Source: an optimization exercise on an open RTL-to-GDS flow (aim: small area). Production flows keep margins and buffers that such runs may drop. The RTL was checked by simulation tests, not by an equivalence proof against the original design. No activity file was given, so power comes from the tool's default toggle rates.

## config.mk

```make
export PLATFORM = sky130hd
export DESIGN_NAME = arf
export DESIGN_NICKNAME = arf
export VERILOG_FILES = /design/flow/design.v
export SDC_FILE = /design/flow/constraint.sdc
export NUM_CORES = 4
export LEC_CHECK = 0
export CAP_MARGIN = 20
export CORE_MARGIN = 2
export CORE_UTILIZATION = 35
export SLEW_MARGIN = 20
```

## constraint.sdc

```tcl
create_clock -name core_clock -period 6.0 [get_ports {clk}]
set_input_delay 1.2000 -clock core_clock [delete_from_list [all_inputs] [get_ports {clk}]]
set_output_delay 1.2000 -clock core_clock [all_outputs]
set_load 0.01 [all_outputs]
```

## design.v

```verilog
package arf_pkg;
   localparam int REG_NUM  = 32;    
   localparam int REG_SEL  = 5;
   localparam int DATA_LEN = 32;
   localparam int RRF_SEL  = 6;     
   localparam int SRC_NUM  = 4;     
   typedef logic [REG_SEL-1:0]  reg_idx_t;
   typedef logic [DATA_LEN-1:0] data_t;
   typedef logic [RRF_SEL-1:0]  rrf_tag_t;
   typedef struct packed {
      reg_idx_t rs1_1;
      reg_idx_t rs2_1;
      reg_idx_t rs1_2;
      reg_idx_t rs2_2;
   } src_regs_t;
   typedef struct packed {
      logic     valid;
      reg_idx_t dst;
      rrf_tag_t tag;
   } rename_set_t;
   typedef struct packed {
      logic     valid;
      reg_idx_t dst;
      rrf_tag_t tag;     
      data_t    data;
   } commit_t;
   typedef struct packed {
      data_t    data;
      rrf_tag_t tag;
      logic     busy;    
   } operand_t;
endpackage
`timescale 1ns/1ns
module multiport_array #(
   parameter int WIDTH = arf_pkg::DATA_LEN
) (
   input  logic                                   clk,
   input  logic                                   reset,
   input  arf_pkg::src_regs_t                     raddr,
   output logic [arf_pkg::SRC_NUM-1:0][WIDTH-1:0] rdata,
   input  logic                                   we1,
   input  logic                                   we2,
   input  arf_pkg::reg_idx_t                      waddr1,
   input  arf_pkg::reg_idx_t                      waddr2,
   input  logic [WIDTH-1:0]                       wdata1,
   input  logic [WIDTH-1:0]                       wdata2
);
   logic [WIDTH-1:0] mem [arf_pkg::REG_NUM];
   arf_pkg::reg_idx_t         rd_idx [arf_pkg::SRC_NUM];
   assign rd_idx[0] = raddr.rs1_1;
   assign rd_idx[1] = raddr.rs2_1;
   assign rd_idx[2] = raddr.rs1_2;
   assign rd_idx[3] = raddr.rs2_2;
   always_comb begin
      for (int i = 0; i < arf_pkg::SRC_NUM; i++) begin
         rdata[i] = mem[rd_idx[i]];    
      end
   end
   always_ff @(posedge clk) begin
      if (reset) begin
         for (int i = 0; i < arf_pkg::REG_NUM; i++) begin
            mem[i] <= '0;
         end
      end else begin
         if (we1) begin
            mem[waddr1] <= wdata1;
         end
         if (we2) begin
            mem[waddr2] <= wdata2;    
         end
      end
   end
endmodule
`timescale 1ns/1ns
module rename_table (
   input  logic                                     clk,
   input  logic                                     reset,
   input  arf_pkg::src_regs_t                       src,
   input  arf_pkg::rename_set_t                     set1,
   input  arf_pkg::rename_set_t                     set2,
   input  arf_pkg::commit_t                         com1,
   input  arf_pkg::commit_t                         com2,
   output logic [arf_pkg::SRC_NUM-1:0][arf_pkg::RRF_SEL-1:0] src_tag,
   output logic [arf_pkg::SRC_NUM-1:0]              src_busy
);
   logic [arf_pkg::REG_NUM-1:0]              busy_q;
   arf_pkg::src_regs_t                       com_addr;
   logic [arf_pkg::SRC_NUM-1:0][arf_pkg::RRF_SEL-1:0] com_tag;
   logic                            set_hits_com1;
   logic                            set_hits_com2;
   logic                            clr1;
   logic                            clr2;
   multiport_array #(
      .WIDTH (arf_pkg::RRF_SEL)
   ) u_tag (
      .clk    (clk),
      .reset  (reset),
      .raddr  (src),
      .rdata  (src_tag),
      .we1    (set1.valid),
      .we2    (set2.valid),
      .waddr1 (set1.dst),
      .waddr2 (set2.dst),
      .wdata1 (set1.tag),
      .wdata2 (set2.tag)
   );
   assign com_addr = {com1.dst, com2.dst, com1.dst, com2.dst};
   multiport_array #(
      .WIDTH (arf_pkg::RRF_SEL)
   ) u_tag_com (
      .clk    (clk),
      .reset  (reset),
      .raddr  (com_addr),
      .rdata  (com_tag),
      .we1    (set1.valid),
      .we2    (set2.valid),
      .waddr1 (set1.dst),
      .waddr2 (set2.dst),
      .wdata1 (set1.tag),
      .wdata2 (set2.tag)
   );
   assign set_hits_com1 = (set1.valid && (set1.dst == com1.dst)) ||
                          (set2.valid && (set2.dst == com1.dst));
   assign set_hits_com2 = (set1.valid && (set1.dst == com2.dst)) ||
                          (set2.valid && (set2.dst == com2.dst));
   assign clr1 = com1.valid && (com_tag[0] == com1.tag) && !set_hits_com1;
   assign clr2 = com2.valid && (com_tag[1] == com2.tag) && !set_hits_com2;
   always_ff @(posedge clk) begin
      if (reset) begin
         busy_q <= '0;
      end else begin
         if (clr1) begin
            busy_q[com1.dst] <= 1'b0;
         end
         if (clr2) begin
            busy_q[com2.dst] <= 1'b0;
         end
         if (set1.valid) begin
            busy_q[set1.dst] <= 1'b1;
         end
         if (set2.valid) begin
            busy_q[set2.dst] <= 1'b1;
         end
      end
   end
   assign src_busy[0] = busy_q[src.rs1_1];
   assign src_busy[1] = busy_q[src.rs2_1];
   assign src_busy[2] = busy_q[src.rs1_2];
   assign src_busy[3] = busy_q[src.rs2_2];
endmodule
`timescale 1ns/1ns
module arf (
   input  logic         clk,
   input  logic         reset,
   input  logic [19:0]  src,
   input  logic [11:0]  set1,
   input  logic [11:0]  set2,
   input  logic [43:0]  com1,
   input  logic [43:0]  com2,
   output logic [155:0] operand
);
   arf_pkg::src_regs_t                        src_s;
   arf_pkg::rename_set_t                      set1_s;
   arf_pkg::rename_set_t                      set2_s;
   arf_pkg::commit_t                          com1_s;
   arf_pkg::commit_t                          com2_s;
   logic [arf_pkg::SRC_NUM-1:0][arf_pkg::DATA_LEN-1:0] src_data;
   logic [arf_pkg::SRC_NUM-1:0][arf_pkg::RRF_SEL-1:0]  src_tag;
   logic [arf_pkg::SRC_NUM-1:0]               src_busy;
   logic                             data_we1;
   logic                             data_we2;
   assign src_s  = src;
   assign set1_s = set1;
   assign set2_s = set2;
   assign com1_s = com1;
   assign com2_s = com2;
   assign data_we1 = com1_s.valid && (com1_s.dst != '0);
   assign data_we2 = com2_s.valid && (com2_s.dst != '0);
   multiport_array #(
      .WIDTH (arf_pkg::DATA_LEN)
   ) u_data (
      .clk    (clk),
      .reset  (reset),
      .raddr  (src_s),
      .rdata  (src_data),
      .we1    (data_we1),
      .we2    (data_we2),
      .waddr1 (com1_s.dst),
      .waddr2 (com2_s.dst),
      .wdata1 (com1_s.data),
      .wdata2 (com2_s.data)
   );
   rename_table u_rename (
      .clk      (clk),
      .reset    (reset),
      .src      (src_s),
      .set1     (set1_s),
      .set2     (set2_s),
      .com1     (com1_s),
      .com2     (com2_s),
      .src_tag  (src_tag),
      .src_busy (src_busy)
   );
   always_comb begin
      for (int i = 0; i < arf_pkg::SRC_NUM; i++) begin
         operand[39*i +: 39] = {src_data[i], src_tag[i], src_busy[i]};
      end
   end
endmodule
```

## run.sh

```bash
#!/bin/bash
# synth_recipe.tcl (not shown) runs the flow's synth.tcl, then flattens the netlist and writes it again
# the make line also repeats each setting of config.mk as NAME=value (left out here)
make -C /OpenROAD-flow-scripts/flow DESIGN_CONFIG=/design/flow/config.mk WORK_HOME=/design/flow/orfs CLKGATE_MAP_FILE= SYNTH_SCRIPT=/design/flow/synth_recipe.tcl finish
```

==> results of run 1 <==
[final cells by class]
type / instances / area share, %
multi-input cells: 3995 / 50.6
flip-flops and latches: 1248 / 34.0
repair buffers: 712 / 6.54
well taps: 3589 / 4.11
clock buffers: 179 / 3.55
clock inverters: 96 / 1.01
inverters: 51 / 0.175
diodes: 30 / 0.0687
[flip-flops by register name, indices dropped and copies added, names as in the netlist]
register                flops
u_data.mem               1024
u_rename.u_tag_com.mem    192
u_rename.busy_q            32
[worst max-delay path by stage]
stage | start | to | slack (ns) | cells past startpoint
3_5_place_dp | src[15] | operand[38] | 0.74 | 7
4_1_cts | src[15] | operand[38] | 0.74 | 7
5_1_grt | src[15] | operand[7] | 0.67 | 7
6_report | src[15] | operand[38] | 0.70 | 7
2_1_floorplan | src[5] | operand[79] | 1.32 | 6
3_3_place_gp | src[15] | operand[38] | 0.75 | 7
[power breakdown]
group          total [mW]  switching (mW)  internal, mW  leakage, nW
clock                9.52            4.22          5.30         2.41
sequential           10.8           0.681          10.1         11.9
combinational        6.08            3.21          2.87         20.9
[cell usage after synthesis (46+ instances only)]
master,instances,area (sq um)
buf_1,84,315
nand2_1,70,263
edfxtp_1,1216,36500
mux2_2,165,1860
clkbuf_1,721,2710
inv_1,50,188
nor4_1,46,288
nor2_1,164,616
a22o_1,1218,10700
nor3_1,111,556
mux2i_1,167,1670
buf_2,74,370
mux4_2,1560,35100
o22ai_1,105,657
or3_1,71,444
[placed cells by master (no fill, tap or decap), types with 13 or more instances in the layout]
cell / synthesis / layout
nor2_1: 164 / 136
a21oi_1: 18 / 18
nor2b_1: 17 / 17
clkdlybuf4s50_1: 0 / 237
mux4_2: 1560 / 1560
clkinv_1: 0 / 26
or3_1: 71 / 39
edfxtp_1: 1216 / 1216
a32oi_1: 13 / 13
o22ai_1: 105 / 105
buf_4: 7 / 332
nor3_1: 111 / 75
buf_2: 74 / 29
nor3_2: 0 / 36
a311o_1: 32 / 32
nor2_4: 0 / 28
mux2_2: 165 / 165
ha_1: 20 / 20
or3_2: 0 / 32
clkinv_2: 0 / 25
nand2_1: 70 / 70
a22o_1: 1218 / 1218
nand3b_1: 14 / 14
diode_2: 0 / 30
xnor2_1: 16 / 16
nand3_1: 29 / 29
clkbuf_1: 721 / 27
xor2_1: 23 / 23
clkbuf_16: 0 / 150
dfxtp_1: 32 / 32
bufinv_16: 0 / 14
mux2i_1: 167 / 167
inv_1: 50 / 50
nor4_1: 46 / 46
buf_12: 0 / 95
[worst max-delay path: stages]
cell             delay, ns
buf_8                 0.26
buf_12                0.27
buf_4                 0.34
mux4_2                0.55
mux4_2                0.53
mux2_2                0.31
clkdlybuf4s50_1       0.49
[per-layer routing]
layer / up-vias / track usage [%] / wire (um) / share of wire [%]
met1: 39996 / 40.2 / 155000 / 33
met2: 8233 / 46.0 / 195000 / 42
li1: 27463 / - / - / -
met3: 1807 / 15.2 / 79600 / 17
met5: - / 0.156 / 443 / 0.096
met4: 56 / 19.9 / 33700 / 7.3
[cell families after synthesis]
| family | share of synthesized area [%] |
|---|---|
| AND/OR/NAND/NOR | 3.41 |
| multiplexers | 40.4 |
| AO/OA/AOI/OAI | 12.8 |
| buffers and inverters | 3.94 |
| flip-flops | 38.8 |
| adder cells (fa/ha/maj) | 0.261 |
| XOR/XNOR | 0.374 |
==> run summary, run 1 <==
* Outcome: complete, no violations
* Initial core utilization at approximately a third
* Worst-path clk slew at 0.06 ns
* Design Area, Final at ~110,000 sq um
* DRT Pass-1 Iters at 8
* Row cnt at ~190
* Setup Viol. Count Final at 0
* Final hold vios at 0
* Via density at roughly 7.8
* Die Y at about 530 um
* Final cell count without fillers at about 9,900
* Worst min-delay path class: reg -> reg
* Setup slack after layout at 0.703 ns
* Max Cap Viol at 0
* EDFF count, synth at about 1,200
* Post-layout min period at roughly 5.3 ns
* Hold wc startpoint: u_rename.busy_q[2]
* CTS sink cnt at approximately 1,200
* End of the worst hold path: u_rename.busy_q[2]
* Synthesized area at ~96,000 sq um
* Die area at 278,000 sq um
* Post-CTS Setup Bufs at 0
* IO Pins at 290
* Cts hold-fix bufs at 0
* Vias in the first global route at approximately 74,000
* Post-CTS Resized at 0
* Syn-to-layout area delta at 14.2%
* Placed cell area at 104,000 sq um
* Layout cells sized above 1 at between 40 and 50%
* Min Hold Slack at approximately 0.6 ns
* Headroom to the max-slew limit at between 20 and 25%
* Area of the multi-input gates at around 55,000 sq um
* Seq/Total Area, Yosys at roughly 39%
* Core area at 273,000 sq um
* Worst flop-to-flop path startpoint: u_rename.u_tag_com.mem[22][3]
* Distinct cells, synth at 72
* Worst hold stages at 3
* Total power at 26.4 mW
* R2R depth at 9
* Unrepaired setup endpoints after global routing: false
* Yosys warns at 6
* Worst slew pin tran at 1.16 ns
* Max-slew violations at 0
* Worst path required time at between 4 and 5 ns
* Aggregate routed wire length at 464 mm
* Mapped Avg Cell Area at around 15 sq um
* Filler Cells Inserted at about 25,000
* CTS Buf Count at around 150
* Clock Path Buffers at 3
* CP max FO at 21
* FFs w/ async S/R, synth at 0%
* #FFs+latches synth at about 1,200
* Post-route setup TNS at 0 ns
* Worst Path Arrival at just over 4 ns
* GRT overflow at 0
* Fmax at between 150 and 200 MHz
* Footprint of the flip-flops and latches at between 30,000 and 40,000 sq um
* WL/cell at 46.8 um
* Vias at approximately 78,000
* Total number of H-tree levels at 4
* Largest net degree at the start of global routing at between 100 and 150
* Fin crit share at 88.3%
* First-pass GRT wire length at between 600 and 700 mm
* WS Path Type: in -> out
* Layout Nets at around 6,300
* Die Wd at ~530 um
* Initial antenna violation count at 42
* Syn nets at 6,346
* CTS tree: yes
* Reg-to-Reg End: u_rename.busy_q[27]
* Synth Instances at ~6,200
* Skew-Pair Late Insertion Delay at roughly 0.85 ns
* Dpl ws at about 0.74 ns
* Synth Flop Type: edfxtp_1
* CP endpoint kind: primary output
* Peak supply drop at approximately 0.00032 V
* Worst setup SP type: input port
* GP Congestion at between 1 and 1.5
* All-Layer GR Usage at 32.5%
* Leak at between 30 and 40 nW
* Final ANT Viol Nets at 0
* Clk root buf: clkbuf_16
* Clock Skew at roughly 0.043 ns
* DRC at 0
* Hpwl dp at between 200 and 300 mm
* Layout Utilization at between 40% and 50%
* Placed Cells incl. Taps at roughly 9,600
* IO Port Bufs at 289
* R2R Setup Slk at 2.66 ns
* Initial DRC Count at 14,086
* Pwr dens at 241 nW/um^2
==> run 2: changes to the inputs <==
--- a/design.v
+++ b/design.v
@@ -34,3 +34,4 @@
 module multiport_array #(
-   parameter int WIDTH = arf_pkg::DATA_LEN
+   parameter int WIDTH = arf_pkg::DATA_LEN,
+   parameter bit ZERO0 = 1'b0    
 ) (
@@ -40,2 +41,6 @@
    output logic [arf_pkg::SRC_NUM-1:0][WIDTH-1:0] rdata,
+   input  arf_pkg::reg_idx_t                      xaddr1,    
+   input  arf_pkg::reg_idx_t                      xaddr2,
+   output logic [WIDTH-1:0]                       xdata1,
+   output logic [WIDTH-1:0]                       xdata2,
    input  logic                                   we1,
@@ -55,8 +60,10 @@
       for (int i = 0; i < arf_pkg::SRC_NUM; i++) begin
-         rdata[i] = mem[rd_idx[i]];    
-      end
-   end
+         rdata[i] = (ZERO0 && rd_idx[i] == '0) ? '0 : mem[rd_idx[i]];    
+      end
+   end
+   assign xdata1 = (ZERO0 && xaddr1 == '0) ? '0 : mem[xaddr1];
+   assign xdata2 = (ZERO0 && xaddr2 == '0) ? '0 : mem[xaddr2];
    always_ff @(posedge clk) begin
       if (reset) begin
-         for (int i = 0; i < arf_pkg::REG_NUM; i++) begin
+         for (int i = (ZERO0 ? 1 : 0); i < arf_pkg::REG_NUM; i++) begin
             mem[i] <= '0;
@@ -86,4 +93,3 @@
    logic [arf_pkg::REG_NUM-1:0]              busy_q;
-   arf_pkg::src_regs_t                       com_addr;
-   logic [arf_pkg::SRC_NUM-1:0][arf_pkg::RRF_SEL-1:0] com_tag;
+   logic [1:0][arf_pkg::RRF_SEL-1:0]         com_tag;
    logic                            set_hits_com1;
@@ -99,17 +105,6 @@
       .rdata  (src_tag),
-      .we1    (set1.valid),
-      .we2    (set2.valid),
-      .waddr1 (set1.dst),
-      .waddr2 (set2.dst),
-      .wdata1 (set1.tag),
-      .wdata2 (set2.tag)
-   );
-   assign com_addr = {com1.dst, com2.dst, com1.dst, com2.dst};
-   multiport_array #(
-      .WIDTH (arf_pkg::RRF_SEL)
-   ) u_tag_com (
-      .clk    (clk),
-      .reset  (reset),
-      .raddr  (com_addr),
-      .rdata  (com_tag),
+      .xaddr1 (com1.dst),
+      .xaddr2 (com2.dst),
+      .xdata1 (com_tag[0]),
+      .xdata2 (com_tag[1]),
       .we1    (set1.valid),
@@ -179,3 +174,4 @@
    multiport_array #(
-      .WIDTH (arf_pkg::DATA_LEN)
+      .WIDTH (arf_pkg::DATA_LEN),
+      .ZERO0 (1'b1)
    ) u_data (
@@ -185,2 +181,6 @@
       .rdata  (src_data),
+      .xaddr1 ('0),
+      .xaddr2 ('0),
+      .xdata1 (),
+      .xdata2 (),
       .we1    (data_we1),
--- a/config.mk
+++ b/config.mk
@@ -10,2 +10,4 @@
 export CORE_UTILIZATION = 35
+export CTS_CLUSTER_DIAMETER = 80
+export CTS_CLUSTER_SIZE = 25
 export SLEW_MARGIN = 20
==> run summary, run 2 <==
* Synth Instances at around 6,200
* Post-CTS Setup Bufs at 0
* Fmax at between 150 and 200 MHz
* IO Port Bufs at 289
* GRT overflow at 0
* Post-CTS Resized at 0
* Largest net degree at the start of global routing at ~90
* Most common cell after layout, fill and taps aside: mux4_2
* Yosys warns at 6
* Layout Nets at ~6,400
* Row cnt at 192
* Cell chain of the critical path: buf_8 -> buf_12 -> buf_12 -> mux4_2 -> mux4_2 -> mux2i_1 -> nor2_1 -> clkdlybuf4s50_1
* Most frequent cells after synthesis: mux4_2 (1,561), edfxtp_1 (1,216), a22o_1 (1,186)
* Syn-to-layout area delta at 14.0%
* Pwr dens at 226 nW/um^2
* Syn nets at ~6,400
* CP endpoint kind: primary output
* Max reg flops at between 1,000 and 1,500
* Largest reg by FF count: u_data.mem
* Top-area cell type share of the netlist area at 38.1%
* Worst flop-to-flop path startpoint: u_rename.u_tag.mem[13][2]
* Leak at 35.3 nW
* Top Registers: u_data.mem (1024), u_rename.u_tag.mem (192), u_rename.busy_q (32)
* CP top delay family: buffers and inverters
* Setup Viol. Count Final at 0
* Die Wd at between 500 and 600 um
* Worst path required time at 4.80 ns
* Hpwl dp at roughly 300 mm
* First-pass GRT wire length at ~650 mm
* Most frequent cells in the layout: mux4_2 (1,561), edfxtp_1 (1,216), a22o_1 (1,186)
* Synthesized area at 95,700 sq um
* IO Pins at between 200 and 300
* R2R Setup Slk at approximately 2.4 ns
* CP max FO at 48
* Post-route setup TNS at 0 ns
* Initial DRC Count at about 15,000
* Initial core utilization at between 30% and 40%
* Seq/Total Area, Yosys at between 30% and 40%
* WS Path Type: in -> out
* Post-layout min period at 5.96 ns
* Core area at approximately 270,000 sq um
* Worst Path Arrival at between 4 and 5 ns
* Cell accounting for the most synthesized area: edfxtp_1
* Filler Cells Inserted at about 25,000
* WL/cell at between 40 and 50 um
* All-Layer GR Usage at around 34%
* CTS Buf Count at 96
* Worst slew pin tran at roughly 1.2 ns
* Placed Cells incl. Taps at 9,697
* Synth Flop Type: edfxtp_1
* Top post-synthesis cells by area: edfxtp_1 (38%), mux4_2 (37%), a22o_1 (11%), mux2i_1 (3.2%), clkbuf_1 (3.0%)
* EDFF count, synth at approximately 1,200
* CP Buf/Inv Count at 4
* Cts hold-fix bufs at 0
* Total number of H-tree levels at 3
* Vias at slightly below 80,000
* Max-slew violations at 0
* Unrepaired setup endpoints after global routing: false
* Worst-path clk slew at 0.09 ns
* #FFs+latches synth at between 1,000 and 1,500
* Reg-to-Reg End: u_rename.busy_q[20]
* Most common cell in the netlist: mux4_2
* CTS tree: yes
* Vias in the first global route at about 76,000
* Aggregate routed wire length at 483 mm
* Worst min-delay path class: reg -> reg
* DRT Pass-1 Iters at 8
* Hold wc startpoint: u_rename.busy_q[17]
* CTS sink cnt at 1,248
* Worst setup SP type: input port
* Die area at about 280,000 sq um
* Initial antenna violation count at 54
* Outcome: complete, no violations
* Die Y at between 500 and 600 um
* Final cell count without fillers at between 9,000 and 10,000
* Via density at between 7 and 8
* R2R depth at 9
* Critical path's slowest cell: mux2i_1
* Distinct cells, synth at 72
* Clock Path Buffers at 3
* GP Congestion at just over 1
* CP Launch Point: src[1]
* Peak supply drop at roughly 0.00025 V
* Clock Skew at around 0.03 ns
* Final ANT Viol Nets at 0
* Worst hold stages at 2
* Final hold vios at 0
* Headroom to the max-slew limit at between 20% and 30%
* DRC at 0
* Max Cap Viol at 0
* Mapped Avg Cell Area at 15.4 sq um
* Layout cells sized above 1 at between 30% and 40%
* FFs w/ async S/R, synth at 0%
* End of the worst hold path: u_rename.busy_q[17]
* Skew-Pair Late Insertion Delay at between 0.8 and 0.9 ns
* Clk root buf: clkbuf_16
* CP max stage delay at approximately 0.66 ns
* Fin crit share at about 100%
## run 2: cell type report
cell class              instances  area, sq um  area share (%)
multi-input cells            4053        55900            51.2
well taps                    3589         4490            4.11
clock buffers                  98         2410            2.21
repair buffers                784         7910            7.25
diodes                         34         85.1          0.0779
flip-flops and latches       1248        37200            34.0
clock inverters                83         1170            1.07
inverters                      23         88.8          0.0814
## run 2: tightest hold or removal path, stage by stage, from the launching register on
cell,delay [ns]
dfxtp_1,0.37
o311ai_1,0.09
o21ai_1,0.06
## run 2: kinds of logic after synthesis
kind of cell	Yosys count	share of synthesized area, %
adders and majority gates	20	0.261
buffers and inverters	935	3.81
xor gates and xnor gates	38	0.348
and+or+nand+nor	599	3.20
DFF	1248	38.8
muxes	1932	40.7
AOI/OAI and AO/OA	1464	12.9
## run 2: how the worst max path moves through the flow
stage	end	depth (start not counted)
finish	operand[124]	8
global route	operand[71]	8
CTS	operand[71]	8
detailed placement	operand[71]	8
global placement	operand[70]	8
floorplan	u_data.mem[2][0]	12
## run 2: per-layer routing
layer	up-vias	routed length (um)	GRT usage, %
li1	27628	-	-
met1	40444	153000	40.2
met2	8545	206000	49.2
met3	2144	76300	13.3
met4	28	47300	27.2
met5	-	204	0.173
## run 2: power by group
group / total (mW) / internal, mW / switching [mW]
clock: 7.55 / 3.33 / 4.22
combinational: 6.39 / 2.89 / 3.50
sequential: 10.7 / 10.1 / 0.665
## run 2: through the flow
stage                     hold WS [ns]  setup WS, ns  utilization, %  instance area (sq um)  power (mW)
after floorplan                  0.475         0.406               -                  95700        14.1
after global placement           0.522         0.216            38.7                 106000        16.9
after detailed placement         0.526         0.209            38.7                 106000        17.0
after CTS                        0.539         0.197            40.0                 109000        24.3
after global routing             0.580         0.159            40.0                 109000        25.0
final                            0.547        0.0369            40.0                 109000        24.7

[afterwards: timing with drivers on the ports]
Ports are ideal in the flow. The routed layouts listed here were re-timed in OpenROAD. Step 1, drivers: a clkbuf_16 drives clk and a buf_2 each remaining input, both assumed. Step 2 also shifts input and output timing later by t, the mid clock arrival at the registers, as if the neighbouring blocks saw the same clock. a / b / c = ideal / step 1 / step 2; a / b = the first two.
run	t, ns	setup WS [ns]	clock arrival spread, ns
run 1	0.930	0.703 / 0.649 / 0.620	0.055 / 0.055
run 2	0.934	0.037 / -0.016 / -0.016	0.075 / 0.075
Met with ideal ports but missed after step 2: setup timing in run 2. The setup slack of run 1, which loses most, moves by -0.054 ns with the drivers and by -0.083 ns with both steps.
